Context: an optimization exercise on an open-source flow, tuned for small area and few clock cycles per item. The choices shown serve that exercise and are no tape-out recipe. The RTL was checked by simulation tests, not by an equivalence proof against the original design.

==> flow/design.v (outline; a module is shown in full before it is edited, if it fits) <==
// module sosg_add32: 34 lines
// module sosg_rca: 26 lines
// module sosg_qrom: 565 lines
// module sosg_mul: 728 lines
// module sosg_fa: 10 lines
// module sine_oscillator_sample_generator: 121 lines
module sine_oscillator_sample_generator #(
    parameter int unsigned PHASE_BITS      = sosg_pkg::PHASE_BITS_DEF,
    parameter int unsigned TABLE_ADDR_BITS = sosg_pkg::TABLE_ADDR_BITS_DEF,
    parameter int unsigned SAMPLE_BITS     = sosg_pkg::SAMPLE_BITS_DEF
) (
    input  logic                                clk,
    input  logic                                rst_n,
    input  logic                                s_tvalid,
    output logic                                s_tready,
    input  logic [sosg_pkg::IN_DATA_BITS-1:0]   s_tdata,   
    input  logic                                s_tlast,
    output logic                                m_tvalid,
    input  logic                                m_tready,
    output logic [((SAMPLE_BITS+7)/8)*8-1:0]    m_tdata,   
    output logic                                m_tlast,
    input  logic                                psel,
    input  logic                                penable,
    input  logic                                pwrite,
    input  logic [sosg_pkg::APB_ADDR_BITS-1:0]  paddr,
    input  logic [sosg_pkg::APB_DATA_BITS-1:0]  pwdata,
    output logic [sosg_pkg::APB_DATA_BITS-1:0]  prdata,
    output logic                                pready
);
  // ...
==> flow/run.sh <==
#!/bin/bash
# synth_recipe.tcl (not shown) runs the flow's synth.tcl, then flattens the netlist and writes it again
# the make line also repeats each setting of config.mk as NAME=value (left out here)
make -C /OpenROAD-flow-scripts/flow DESIGN_CONFIG=/design/flow/config.mk WORK_HOME=/design/flow/orfs CLKGATE_MAP_FILE= SYNTH_SCRIPT=/design/flow/synth_recipe.tcl finish
==> flow/config.mk <==
export PLATFORM = sky130hd
export DESIGN_NAME = sine_oscillator_sample_generator
export DESIGN_NICKNAME = sine_oscillator_sample_generator
export VERILOG_FILES = /design/flow/design.v
export SDC_FILE = /design/flow/constraint.sdc
export NUM_CORES = 4
export LEC_CHECK = 0
export ABC_AREA = 1
export CAP_MARGIN = 20
export CORE_MARGIN = 2
export CORE_UTILIZATION = 40
export CTS_BUF_LIST = sky130_fd_sc_hd__clkbuf_4 sky130_fd_sc_hd__clkbuf_8
export GPL_TIMING_DRIVEN = 0
export SLEW_MARGIN = 20
export SYNTH_HIERARCHICAL = 1
export SYNTH_MEMORY_MAX_BITS = 65536
export SYNTH_MINIMUM_KEEP_SIZE = 0
==> flow/constraint.sdc <==
create_clock -name core_clock -period 7.5 [get_ports {clk}]
set_input_delay 1.5000 -clock core_clock [delete_from_list [all_inputs] [get_ports {clk}]]
set_output_delay 1.5000 -clock core_clock [all_outputs]
set_load 0.01 [all_outputs]
==> notes.md, run 1 <==
----------------------------------------------------
[Routing]
  Count of nets left with antenna violations after detail routing ... 0
  Vias/cell ... 5.53

[Global routing]
  Most Crowded Layer GR ... met2
  Global routing usage on met2 ... ~50%
  Antenna violations before repair ... 1

[Logic synthesis]
  Part of the Yosys area used for sequential elements ... 17.7%
  Cell type with the largest total area after synthesis ... sky130_fd_sc_hd__fa_1
  Most common library cells after synthesis ... 762 x sky130_fd_sc_hd__nand2_1, 253 x sky130_fd_sc_hd__fa_1, 250 x sky130_fd_sc_hd__inv_1, 220 x sky130_fd_sc_hd__nor2_1, 154 x sky130_fd_sc_hd__nand3_1
  Mean Syn Cell Area ... 7.42 um2
  Most frequently used cell type in the post-synthesis netlist ... sky130_fd_sc_hd__nand2_1
  FF+latch count, synth ... 116
  Synth async-reset ratio ... between 60% and 70%
  Synth Instances ... 2,347

[Layout]
  Flip-flop and latch share of the layout cell area ... 15.7%
  Final-layout clock-cell area share ... 2.14%
  Layout sequential cell count ... 116
  Multi-input gate area in the final layout ... 12,900 um2
  Most common library cell in the layout ignoring fill and taps ... sky130_fd_sc_hd__nand2_1
  N_diodes ... 0
  Total Nets Final ... approximately 2,900
  Portion of the layout cell area used by non-clock buffers ... between 7 and 8%
  Area growth syn-to-layout ... 13.0%
  Biggest cell category by area in the final layout ... multi-input gates

[Hold path]
  Hold WC Path Type ... register to register

[Die]
  Effective utilization at floorplan ... 40.5%
  Row count ... 76

[Clock network]
  Post-cts hold buffer count ... 0

[Timing]
  Unrepaired setup endpoints after global routing ... false
  Final setup violation count ... 0
  Minimum clock period ... 7.08 ns
  Part of the cycle the worst path needs ... a little over nine tenths

[Status]
  Outcome ... complete, no violations

[Worst setup path]
  Largest delay share family, worst path ... adder cells
  End point of the critical path ... ent_reg[12]

----------------------------------------------------
Testbench counts, summed over its fixed seeds: cycles 19,264, items 19,200.
==> run 2: changes to the inputs <==
==> flow/flow/run.sh (new file) <==
#!/bin/bash
set -euo pipefail
export BUFFER_PORTS_ARGS="-buffer_cell sky130_fd_sc_hd__buf_1"
bash standard.sh > standard.log 2>&1
==> flow/standard.sh (new file) <==
#!/bin/bash
# synth_recipe.tcl (not shown) runs the flow's synth.tcl, then flattens the netlist and writes it again
# the make line also repeats each setting of config.mk as NAME=value (left out here)
make -C /OpenROAD-flow-scripts/flow DESIGN_CONFIG=/design/flow/config.mk WORK_HOME=/design/flow/orfs CLKGATE_MAP_FILE= SYNTH_SCRIPT=/design/flow/synth_recipe.tcl "${@:-finish}"
--- a/flow/config.mk
+++ b/flow/config.mk
@@ -6,12 +6,12 @@
 export NUM_CORES = 4
 export LEC_CHECK = 0
 export ABC_AREA = 1
-export CAP_MARGIN = 20
+export CAP_MARGIN = 0
 export CORE_MARGIN = 2
 export CORE_UTILIZATION = 40
 export CTS_BUF_LIST = sky130_fd_sc_hd__clkbuf_4 sky130_fd_sc_hd__clkbuf_8
 export GPL_TIMING_DRIVEN = 0
-export SLEW_MARGIN = 20
+export SLEW_MARGIN = 0
 export SYNTH_HIERARCHICAL = 1
 export SYNTH_MEMORY_MAX_BITS = 65536
 export SYNTH_MINIMUM_KEEP_SIZE = 0
removed: flow/run.sh
==> run 2 against run 1 <==
Compared with the run above:
- still clean
- global-route usage decreased by 0.32 points
==> notes.md, run 2 <==
----------------------------------------------------
[Status]
  Outcome ... complete, no violations

[Worst setup path]
  Highest cell delay on the worst timing path ... 0.51 ns
  Sort of element at the end of the critical path ... register
  Kind of start point of the critical path ... register
  Buf+Inv Stages, Crit Path ... 6
  Most used cell, CP ... sky130_fd_sc_hd__nand2_1
  Category of the most critical setup path ... register to register
  Max stage delay cell, worst path ... sky130_fd_sc_hd__fa_1
  Critical register-to-register path endpoint ... ent_reg[12]
  Maximum fanout encountered on the critical timing path ... 10
  R2R Setup Slk ... ~0.48 ns
  Start of the worst register-to-register path ... phase_reg[20]
  Launch point of the critical path ... phase_reg[20]
  Largest delay share family, worst path ... adder cells
  Length in cells of the worst reg-to-reg path ... 32
  Arrival time at the worst endpoint ... a little over 7 ns
  Required time of the critical path ... 7.69 ns

[Logic synthesis]
  Count of flip-flops with a built-in enable after synthesis ... 35
  Cells taking the most area after synthesis ... sky130_fd_sc_hd__fa_1 29%, sky130_fd_sc_hd__nand2_1 16%, sky130_fd_sc_hd__dfrtp_1 11%
  Most frequently used cell type in the post-synthesis netlist ... sky130_fd_sc_hd__nand2_1
  Post-synthesis share of cell area spent on and, or, nand and nor gates ... 27.9%
  Number of distinct library cells after synthesis ... 57
  FF+latch count, synth ... 116 (unchanged)
  Part of the Yosys area used for sequential elements ... 17.7% (unchanged)
  Synth Flop Type ... sky130_fd_sc_hd__dfrtp_1
  Post-synth design cell area ... 17,400 um2
  Mean Syn Cell Area ... 7.42 um2 (unchanged)
  Complex-gate fraction of the synthesized area ... 11.1%
  Largest family of logic cells by synthesized area ... adder cells
  Cell type with the largest total area after synthesis ... sky130_fd_sc_hd__fa_1
  Multiplexer share of the synthesized area ... 0%
  Most common library cells after synthesis ... 762 x sky130_fd_sc_hd__nand2_1, 253 x sky130_fd_sc_hd__fa_1, 250 x sky130_fd_sc_hd__inv_1, 220 x sky130_fd_sc_hd__nor2_1, 154 x sky130_fd_sc_hd__nand3_1
  Yosys warning total ... 8
  Proportion of netlist area held by the largest area contributor ... 29.1%
  Synth Instances ... 2,347 (unchanged)
  Post-synthesis share of cell area spent on full adders, half adders and majority gates ... approximately 34%
  Synth async-reset ratio ... 69.8% (unchanged)
  Xor/xnor cell area share of the yosys netlist ... 0.704%

[Layout]
  Most common library cell in the layout ignoring fill and taps ... sky130_fd_sc_hd__nand2_1
  Final core utilization ... 44.6%
  Layout cells sized above 1 ... 5.53%
  Most frequent cells in the layout ... 760 x sky130_fd_sc_hd__nand2_1, 253 x sky130_fd_sc_hd__fa_1, 249 x sky130_fd_sc_hd__inv_1
  Area growth syn-to-layout ... 10.0%
  Total Nets Final ... 2,852 (+0.070%)
  Post-Layout Inst Area ... 19,200 um2
  N_diodes ... 0 (unchanged)
  Number of non-filler instances in the completed layout ... approximately 3,100

[Die]
  Die height ... 213 um
  Core region area ... 43,000 um2
  Number of placed I/O pins ... 103
  Area of the die ... around 45,000 um2
  Effective utilization at floorplan ... 40.5% (unchanged)
  Row count ... 76 (unchanged)
  Width of the chip ... 213 um

[Timing]
  Setup TNS ... 0 ns
  Max-slew violation count ... 0
  Worst path setup slack after routing ... ~0.48 ns
  Part of the cycle the worst path needs ... 93.6% (-0.82 points)
  Final setup violation count ... 0 (unchanged)
  Unrepaired setup endpoints after global routing ... false
  Final hold viol count ... 0
  Slew Limit Headroom ... 29.7%
  Fmax ... approximately 140 MHz
  Minimum clock period ... 7.02 ns (-0.0612 ns)
  Clock Skews ... 0.0249 ns
  Pin slew with the least headroom to its limit ... 1.05 ns

[Clock network]
  Sinks on Clock Net ... 116
  Number of buffers between clock root and the deepest sink ... 2
  Register clock-pin slew on the reported worst setup and hold paths ... 0.07 ns
  Clock Latency Late Sink ... 0.47 ns
  TritonCTS clock tree ... done
  Number of H-tree branching levels ... 4
  Cts bufs inserted ... 17
  Library cell used as clock root buffer ... sky130_fd_sc_hd__clkbuf_8
  Post-cts hold buffer count ... 0 (unchanged)

[Hold path]
  Cell depth of the worst min-delay path ... 0
  Hold WC Path Type ... register to register
  Startpoint of the worst hold path ... last1_reg
  Sink of the worst hold path ... last2_reg

[Routing]
  TritonRoute pass-1 iters ... 6
  Final Routed Wirelength ... about 66 mm
  First-iteration detailed-routing DRC count ... 1,667
  Count of nets left with antenna violations after detail routing ... 0 (unchanged)
  Remaining routing DRC violations ... 0
  Detailed-route wire length per cell ... 21.6 um
  Vias/cell ... 5.54 (+0.20%)
  Vias after detailed routing ... between 15,000 and 20,000

[Placement]
  Worst slack at placement ... -0.715 ns
  Cell Count Post-Placement ... 3,043
  Post-place instance area ... 18,600 um2
  Detailed Place HPWL ... 53.1 mm
  Final RePlAce weighted congestion ... approximately 1.1
  I/O Buffers ... 91

[Job]
  Max-cap violations ... 0

[Global routing]
  Pin count of the biggest net entering global routing ... 36
  Vias in the first global route ... 17,300
  Antenna violations before repair ... 1 (unchanged)
  First-pass GRT wire length ... approximately 100 mm
  Global route total overflow ... 0
  Global-route usage over all layers ... a little under a third

----------------------------------------------------
[run 2: worst max path at each step]
stage	endpoint	cells after the start
after global placement	ent_reg[10]	31
after CTS	ent_reg[12]	31
after detailed placement	ent_reg[12]	31
after floorplan	phase_reg[25]	19
final	ent_reg[12]	32
after global routing	ent_reg[12]	32
[run 2: cell families after synthesis]
kind of cell / Yosys count
adders and majority gates: 319
AOI/OAI and AO/OA: 326
buffers and inverters: 366
DFF: 116
and+or+nand+nor: 1202
xor gates and xnor gates: 14
other: 4
[run 2: stage by stage]
stage / hold slack (ns)
final: 0.431
after global routing: 0.471
after CTS: 0.437
after detailed placement: 0.405
after global placement: 0.415
after floorplan: 0.400
[run 2: metal layers]
layer | vias to the layer above | wire (um) | track usage, %
met5 | - | 0 | 0
met4 | 0 | 3200 | 13.0
met3 | 184 | 4790 | 4.62
met2 | 776 | 31000 | 49.6
met1 | 8384 | 27400 | 39.2
li1 | 7722 | - | -
[run 2: area by class of cell]
| type | count | area, um2 |
|---|---|---|
| buffer | 108 | 544 |
| fill | 4566 | 23800 |
| inverter | 258 | 972 |
| tap | 585 | 732 |
| clock buffer | 20 | 263 |
| clock inverter | 12 | 180 |
| sequential | 116 | 3080 |
| timing repair buffer | 100 | 455 |
| multi-input combinational | 1881 | 12900 |
[run 2: what timing repair did]
item                       CTS  global route
setup buffers                0             5
pin swaps                    0             0
setup endpoints to repair   14            11
gates resized for setup      2             7
[run 2: worst register-to-register path: cells and delay by family (launching register included)]
kind                       cells  cell delay (ns)
adders and majority gates      5             1.88
xor gates and xnor gates       1             0.34
AOI/OAI and AO/OA              6             1.15
buffers and inverters          6             1.45
DFF                            1             0.49
and+or+nand+nor               14             1.46
[run 2: Yosys stat by module, one instance, submodules excluded, a selection]
module / area, um2 / times used / flops+latches
sosg_fa: 20.0 / 251 / 0
sosg_add32: 315 / 1 / 0
sine_oscillator_sample_generator: 5560 / 1 / 116
sosg_qrom: 4480 / 1 / 0
sosg_mul: 2030 / 1 / 0
==> run 3: changes to the inputs <==
==> flow/flow/run.sh (replaced) <==
#!/bin/bash
set -euo pipefail
export BUFFER_PORTS_ARGS="-buffer_cell sky130_fd_sc_hd__buf_1"
export CTS_ARGS="-sink_clustering_enable -repair_clock_nets -buf_list {sky130_fd_sc_hd__clkbuf_4 sky130_fd_sc_hd__clkbuf_8} -sink_clustering_size 30 -sink_clustering_max_diameter 80 -dont_use_dummy_load"
bash standard.sh > standard.log 2>&1
--- a/flow/config.mk
+++ b/flow/config.mk
@@ -6,12 +6,12 @@
 export NUM_CORES = 4
 export LEC_CHECK = 0
 export ABC_AREA = 1
-export CAP_MARGIN = 0
+export CAP_MARGIN = 20
 export CORE_MARGIN = 2
 export CORE_UTILIZATION = 40
 export CTS_BUF_LIST = sky130_fd_sc_hd__clkbuf_4 sky130_fd_sc_hd__clkbuf_8
 export GPL_TIMING_DRIVEN = 0
-export SLEW_MARGIN = 0
+export SLEW_MARGIN = 20
 export SYNTH_HIERARCHICAL = 1
 export SYNTH_MEMORY_MAX_BITS = 65536
 export SYNTH_MINIMUM_KEEP_SIZE = 0
==> run 3 against run 2 <==
Compared with the run above:
- via count grew 0.30%
- sequential share of layout area grew 0.16 points
- hold slack lost 0.0035 ns
- clock skew grew 0.012 ns
- largest cell class unchanged
- synthesized area is the same
- global-route usage grew 0.070 points
- core utilization shrank 0.45 points
- die area is the same
- critical path depth is the same
- still clean
==> notes.md, run 3 <==
----------------------------------------------------
[Timing]
  Fmax ... 139 MHz (-2.1%)
  Part of the cycle the worst path needs ... 95.6% (+2.0 points)
  Setup TNS ... 0 ns (unchanged)
  Worst path setup slack after routing ... 0.331 ns (-0.147 ns)
  Pin slew with the least headroom to its limit ... 1.02 ns (-0.0363 ns)
  Clock Skews ... 0.0369 ns (+0.0120 ns)
  Unrepaired setup endpoints after global routing ... false
  Final setup violation count ... 0 (unchanged)
  Minimum clock period ... 7.17 ns (+0.147 ns)
  Final hold viol count ... 0 (unchanged)
  Max-slew violation count ... 0 (unchanged)
  Slew Limit Headroom ... 32.1% (+2.4 points)

[Logic synthesis]
  Synth Flop Type ... sky130_fd_sc_hd__dfrtp_1
  FF+latch count, synth ... 116 (unchanged)
  Synth async-reset ratio ... 69.8% (unchanged)
  Most common library cells after synthesis ... 762 x sky130_fd_sc_hd__nand2_1, 253 x sky130_fd_sc_hd__fa_1, 250 x sky130_fd_sc_hd__inv_1, 220 x sky130_fd_sc_hd__nor2_1, 154 x sky130_fd_sc_hd__nand3_1
  Synth Instances ... 2,347 (unchanged)
  Part of the Yosys area used for sequential elements ... 17.7% (unchanged)
  Yosys warning total ... 8 (unchanged)
  Cell type with the largest total area after synthesis ... sky130_fd_sc_hd__fa_1
  Cells taking the most area after synthesis ... sky130_fd_sc_hd__fa_1 29%, sky130_fd_sc_hd__nand2_1 16%, sky130_fd_sc_hd__dfrtp_1 11%
  Most frequently used cell type in the post-synthesis netlist ... sky130_fd_sc_hd__nand2_1
  Number of distinct library cells after synthesis ... 57 (unchanged)
  Post-synth design cell area ... 17,400 um2 (unchanged)
  Proportion of netlist area held by the largest area contributor ... 29.1% (unchanged)
  Count of flip-flops with a built-in enable after synthesis ... 35 (unchanged)
  Mean Syn Cell Area ... 7.42 um2 (unchanged)

[Layout]
  Most frequent cells in the layout ... 760 x sky130_fd_sc_hd__nand2_1, 253 x sky130_fd_sc_hd__fa_1, 249 x sky130_fd_sc_hd__inv_1
  Area growth syn-to-layout ... 8.94%
  Layout cells sized above 1 ... 4.99% (-0.54 points)
  Most common library cell in the layout ignoring fill and taps ... sky130_fd_sc_hd__nand2_1
  Total Nets Final ... 2,855 (+0.11%)

[Worst setup path]
  Kind of start point of the critical path ... register
  Required time of the critical path ... 7.67 ns (-0.02 ns)
  End point of the critical path ... ent_reg[12]
  Largest delay share family, worst path ... simple AND/OR/NAND/NOR gates
  Arrival time at the worst endpoint ... 7.34 ns (+0.13 ns)
  Length in cells of the worst reg-to-reg path ... 32 (unchanged)
  Start of the worst register-to-register path ... phase_reg[20]
  Buf+Inv Stages, Crit Path ... 7 (+1)
  Logic depth of the worst path, buffers included ... 32 (unchanged)
  Maximum fanout encountered on the critical timing path ... 10 (unchanged)
  Max stage delay cell, worst path ... sky130_fd_sc_hd__clkbuf_1
  Launch point of the critical path ... phase_reg[20]
  R2R Setup Slk ... 0.33 ns (-0.15 ns)
  Category of the most critical setup path ... register to register
  Critical register-to-register path endpoint ... ent_reg[12]
  Sort of element at the end of the critical path ... register
  Highest cell delay on the worst timing path ... 0.74 ns (+0.23 ns)
  Most used cell, CP ... sky130_fd_sc_hd__nand2_1

[Clock network]
  Number of buffers between clock root and the deepest sink ... 2 (unchanged)
  Cts bufs inserted ... 17 (unchanged)
  Register clock-pin slew on the reported worst setup and hold paths ... 0.06 ns (about the same)
  Clock Latency Late Sink ... 0.47 ns (about the same)
  Sinks on Clock Net ... 116 (unchanged)
  TritonCTS clock tree ... done
  Library cell used as clock root buffer ... sky130_fd_sc_hd__clkbuf_8
  Number of H-tree branching levels ... 4 (unchanged)

[Routing]
  Final Routed Wirelength ... 66.8 mm (+0.53%)
  Detailed-route wire length per cell ... 21.8 um (+0.89%)
  Remaining routing DRC violations ... 0 (unchanged)
  Vias after detailed routing ... 17,100 (+0.30%)
  First-iteration detailed-routing DRC count ... 1,556 (-6.7%)
  TritonRoute pass-1 iters ... 6 (unchanged)
  Vias/cell ... 5.58 (+0.66%)
  Count of nets left with antenna violations after detail routing ... 0 (unchanged)

[Die]
  Die height ... 213 um (unchanged)
  Row count ... 76 (unchanged)
  Area of the die ... 45,200 um2 (unchanged)
  Core region area ... 43,000 um2 (unchanged)
  Number of placed I/O pins ... 103 (unchanged)
  Width of the chip ... 213 um (unchanged)
  Effective utilization at floorplan ... 40.5% (unchanged)

[Placement]
  Worst slack at placement ... -0.0792 ns (+0.636 ns)
  Final RePlAce weighted congestion ... 1.05 (unchanged)
  Detailed Place HPWL ... 53.2 mm (about the same)
  I/O Buffers ... 91 (unchanged)

[Global routing]
  Pin count of the biggest net entering global routing ... 29 (-19%)
  First-pass GRT wire length ... 102 mm (+0.43%)
  Global-route usage over all layers ... 30.1% (+0.070 points)
  Antenna violations before repair ... 0 (-1)
  Vias in the first global route ... 17,500 (+1.4%)
  Global route total overflow ... 0 (unchanged)

[Status]
  Outcome ... complete, no violations

[Job]
  Max-cap violations ... 0 (unchanged)

[Hold path]
  Hold WC Path Type ... register to register
  Cell depth of the worst min-delay path ... 0 (unchanged)

----------------------------------------------------
## run 3: kinds of logic after synthesis
group	share of synthesized area [%]
AOI/OAI and AO/OA	11.1
xor gates and xnor gates	0.704
adders and majority gates	33.8
buffers and inverters	8.68
DFF	17.7
other	0.0862
and+or+nand+nor	27.9
## run 3: repair_timing
item	CTS	global route
buffers inserted	0	7
hold buffers	0	0
endpoints found under the setup margin	5	9
pin swaps	0	0
gates resized for setup	1	4
## run 3: modules after synthesis, one instance, submodules excluded, excerpt
module | flops+latches | copies in the design | area (um2)
sine_oscillator_sample_generator | 116 | 1 | 5560
sosg_qrom | 0 | 1 | 4480
sosg_mul | 0 | 1 | 2030
sosg_add32 | 0 | 1 | 315
sosg_fa | 0 | 251 | 20.0
## run 3: cell type report
cell class / instances / area [um2]
multi-input cells: 1881 / 12900
well taps: 585 / 732
repair buffers: 103 / 474
flip-flops and latches: 116 / 3080
diodes: 1 / 2.50
fillers: 4551 / 24000
clock buffers: 17 / 234
inverters: 258 / 972
plain buffers: 108 / 543
## run 3: worst min-delay path by stage
stage,to,start,slack (ns)
2_1_floorplan,last2_reg,last1_reg,0.40
3_3_place_gp,last2_reg,last1_reg,0.42
3_5_place_dp,last2_reg,last1_reg,0.41
4_1_cts,last2_reg,last1_reg,0.43
5_1_grt,last2_reg,last1_reg,0.47
6_report,last2_reg,last1_reg,0.43
## run 3: per-layer routing
layer | vias up | GRT usage (%) | share of wire [%]
met3 | 171 | 4.18 | 6.7
li1 | 7711 | - | -
met5 | - | 0 | 0
met4 | 0 | 13.4 | 4.3
met2 | 780 | 49.3 | 47
met1 | 8455 | 39.8 | 42
## run 3: per-stage QoR
stage / utilization [%] / instance area [um2] / hold slack, ns / cells
after CTS: 43.9 / 18900 / 0.434 / 3061
final: 44.1 / 19000 / 0.427 / 3069
after floorplan: - / 17500 / 0.400 / 2363
after global placement: 43.1 / 18500 / 0.415 / 3039
after global routing: 44.1 / 19000 / 0.467 / 3068
after detailed placement: 43.4 / 18600 / 0.405 / 3044

## port drivers added, routing unchanged
Ports are ideal in the flow. The routed layouts listed here were re-timed in OpenROAD.
Step 1 (the two cells are an assumption about what drives the block):
set clk [get_ports {clk}]
set_driving_cell -lib_cell sky130_fd_sc_hd__clkbuf_16 $clk
set_driving_cell -lib_cell sky130_fd_sc_hd__buf_2 [delete_from_list [all_inputs] $clk]
Step 2 also shifts input and output timing later by t, the mid clock arrival at the registers, as if the neighbouring blocks saw the same clock.
Three values: ideal, step 1, step 2; two values: the first two.
| run | t (ns) | setup slack, ns | worst slew at a driven data input, ns | pins driven straight from the clock port |
|---|---|---|---|---|
| run 1 | 0.525 | 0.417 / 0.417 / 0.143 | 0.09 | 1 |
| run 2 | 0.496 | 0.478 / 0.478 / 0.201 | 0.09 | 1 |
| run 3 | 0.497 | 0.331 / 0.331 / 0.186 | 0.09 | 1 |
After both steps setup and hold are still met in every run listed. The setup slack of run 2, which loses most, moves by 0.000 ns with the drivers and by -0.277 ns with both steps.
